Context: an optimization exercise on an open-source flow, tuned for small area. The choices shown serve that exercise and are no tape-out recipe.
In this exercise RTL edits were held to simulation tests only and were not proved equivalent to the original.
Power is estimated from default activity; no workload was simulated.

## trigCoincTop
module trigCoincTop
#(
   parameter int NUM_LANES  = trigPkg::NUM_LANES,
   parameter int LANE_WIDTH = trigPkg::LANE_WIDTH
)
(
   input  logic                            proc_clk,
   input  logic                            rstN,
   input  logic                            busWrEn,
   input  logic                            busRdEn,
   input  logic [DATA_WIDTH/8-1:0]         busWstrb,
   input  logic [ADDR_WIDTH-1:0]           busAddr,
   input  logic [DATA_WIDTH-1:0]           busWrData,
   input  logic [NUM_LANES*LANE_WIDTH-1:0] trigIn,
   input  logic                            fastTrig,
   output logic [DATA_WIDTH-1:0]           rdData,
   output logic                            rdValid
);
Size in the first run: roughly 1800 cells after synthesis, roughly 410 flip-flops, roughly 150 I/O pins, about 20000 um^2 of cells after synthesis.
Settings: LEC_CHECK=0, CAP_MARGIN=20, CORE_MARGIN=2, CORE_UTILIZATION=78, SLEW_MARGIN=20, SYNTH_HIERARCHICAL=1, SYNTH_MINIMUM_KEEP_SIZE=0; clock period 5.0 ns.
standard.sh (not shown) runs the stock make flow with config.mk's settings and CLKGATE_MAP_FILE= SYNTH_SCRIPT=/design/flow/synth_recipe.tcl, a recipe that flattens the netlist after the stock synthesis.
==> flow/flow/run.sh <==
#!/bin/bash
# Own layout flow: the standard ORFS flow (standard.sh, unchanged synthesis),
# with synthesis buffers removed at floorplan, single-drive port buffers, plain (not timing-driven) global placement and a
# clock tree of clkbuf_4 without dummy loads.
set -uo pipefail
cd "$(dirname "$0")/.."
bash standard.sh \
  "GPL_TIMING_DRIVEN=0" "REMOVE_ABC_BUFFERS=1" \
  "BUFFER_PORTS_ARGS=-buffer_cell sky130_fd_sc_hd__buf_1" \
  "CTS_ARGS=-sink_clustering_enable -repair_clock_nets -dont_use_dummy_load -buf_list sky130_fd_sc_hd__clkbuf_4 -sink_clustering_size 9 -sink_clustering_max_diameter 35" \
  finish > flow_make.log 2>&1
rc=$?
tail -40 flow_make.log
exit $rc
The first run finished clean.
Rerun with:
--- a/flow/config.mk
+++ b/flow/config.mk
@@ -9,3 +9,3 @@
 export CORE_MARGIN = 2
-export CORE_UTILIZATION = 78
+export CORE_UTILIZATION = 65
 export SLEW_MARGIN = 20
=> The changed run went through all stages and came out clean; total power went up slightly; setup slack gains 120 ps; core utilization came out lower by 14 points; critical path depth goes up by 1; design area went up slightly; routed wire length fell by a few percent; flip-flop and latch count is unchanged; count of clock-buffer cells in the layout is higher by 10; via count decreases by a few percent; die area increases by about a fifth; synthesized area is unchanged.
Rerun with:
==> flow/flow/run.sh (replaced) <==
#!/bin/bash
# Own layout flow: the standard ORFS flow (standard.sh, unchanged synthesis),
# with synthesis buffers removed at floorplan, single-drive port buffers, plain (not timing-driven) global placement and a
# clock tree of clkbuf_8 without dummy loads.
set -uo pipefail
cd "$(dirname "$0")/.."
bash standard.sh \
  "GPL_TIMING_DRIVEN=0" "REMOVE_ABC_BUFFERS=1" \
  "BUFFER_PORTS_ARGS=-buffer_cell sky130_fd_sc_hd__buf_1" \
  "CTS_ARGS=-sink_clustering_enable -repair_clock_nets -dont_use_dummy_load -buf_list sky130_fd_sc_hd__clkbuf_8 -sink_clustering_size 20 -sink_clustering_max_diameter 50" \
  finish > flow_make.log 2>&1
rc=$?
tail -40 flow_make.log
exit $rc
Design area is about the same.
Non-clock buffer count stays the same.
Wire length shrinks by about 0.9%.
Maximum frequency shrinks by about 3.8%.
Total power is about the same.
First-iteration DRC count shrinks by 5.5%.
Final cell count shrinks by about 1.3%.
Worst hold slack gains 7.0 ps.
Sequential share of layout area hardly moves.
Count of clock-buffer cells in the layout shrinks by 30.
Sequential power stays flat.

Setup of willow:
Another version of the RTL of trigCoincTop (not shown whole).
Size: roughly 410 flip-flops, ~150 I/O pins, about 20000 um2 of cells after synthesis.
export LEC_CHECK = 0
export CAP_MARGIN = 20
export CORE_MARGIN = 2
export CORE_UTILIZATION = 80
export SLEW_MARGIN = 20
export SYNTH_HIERARCHICAL = 1
export SYNTH_MINIMUM_KEEP_SIZE = 0
create_clock -name core_clock -period 5.0 [get_ports {proc_clk}]
==> flow/flow/run.sh <==
#!/bin/bash
# Own layout flow: the standard ORFS flow (standard.sh, unchanged synthesis),
# with synthesis buffers removed at floorplan, single-drive port buffers, plain (not timing-driven) global placement and a
# clock tree of clkbuf_4 without dummy loads.
set -uo pipefail
cd "$(dirname "$0")/.."
bash standard.sh \
  "GPL_TIMING_DRIVEN=0" "REMOVE_ABC_BUFFERS=1" \
  "BUFFER_PORTS_ARGS=-buffer_cell sky130_fd_sc_hd__buf_1" \
  "CTS_ARGS=-sink_clustering_enable -repair_clock_nets -dont_use_dummy_load -buf_list sky130_fd_sc_hd__clkbuf_4 -sink_clustering_size 9 -sink_clustering_max_diameter 35" \
  finish > flow_make.log 2>&1
rc=$?
tail -40 flow_make.log
exit $rc
willow | status: complete | timing, DRC, antenna: pass
Modified inputs, fjord compared to willow
Settings: changing CORE_UTILIZATION from 80 to 75.
Notes after the runs:
- Starting density of the core, willow and fjord, lower one = fjord.
- Cell area, willow and fjord, higher one = fjord.
- Via density per instance: fjord vs willow down 0.30
- Between fjord and willow, it is fjord whose number of buffer and inverter stages on the critical path is lower, by 1.
- On fjord: global routing usage on met3 is 2.5 points lower than what willow gave.
- Going from willow to fjord, post-place instance area grows by about 0.4%.
- From willow to fjord the numbers moved as follows: number of buffers other than clock buffers in the final layout now larger, sequential power comparable, power comparable.
- Across willow and fjord, the outcome is the same: a clean finish for every run.

==> separate check: timing with driven ports <==
No port has a modelled driver above. Below, the same layouts with a new extraction and two added sets of constraints.
Step 1: set_driving_cell puts a clkbuf_16 on proc_clk and a buf_2 on each other input, an assumption about the parent block.
Step 2 times the ports against the registers' clock, not the clock port: input delays grow and output delays shrink by t, the midpoint of the rising clock arrivals with the driver on.
a / b / c = ideal / step 1 / step 2; a / b = the first two.
| run | t (ns) | setup slack, ns | hold WS [ns] |
|---|---|---|---|
| the first run of note 1 | 0.761 | 0.100 / 0.100 / -0.621 | 0.435 / 0.417 / 0.490 |
| the second run of note 1 | 0.726 | 0.221 / 0.250 / -0.475 | 0.460 / 0.460 / 0.460 |
| the third run of note 1 | 0.613 | 0.035 / 0.068 / -0.545 | 0.467 / 0.467 / 0.467 |
| willow | 0.762 | 0.222 / 0.227 / -0.521 | 0.476 / 0.450 / 0.508 |
| fjord | 0.764 | 0.198 / 0.198 / -0.528 | 0.461 / 0.455 / 0.461 |
Met with ideal ports but missed after step 2: setup timing in every run listed. For willow, which loses most, drivers alone change the setup slack by +0.005 ns; drivers and shift together by -0.743 ns.
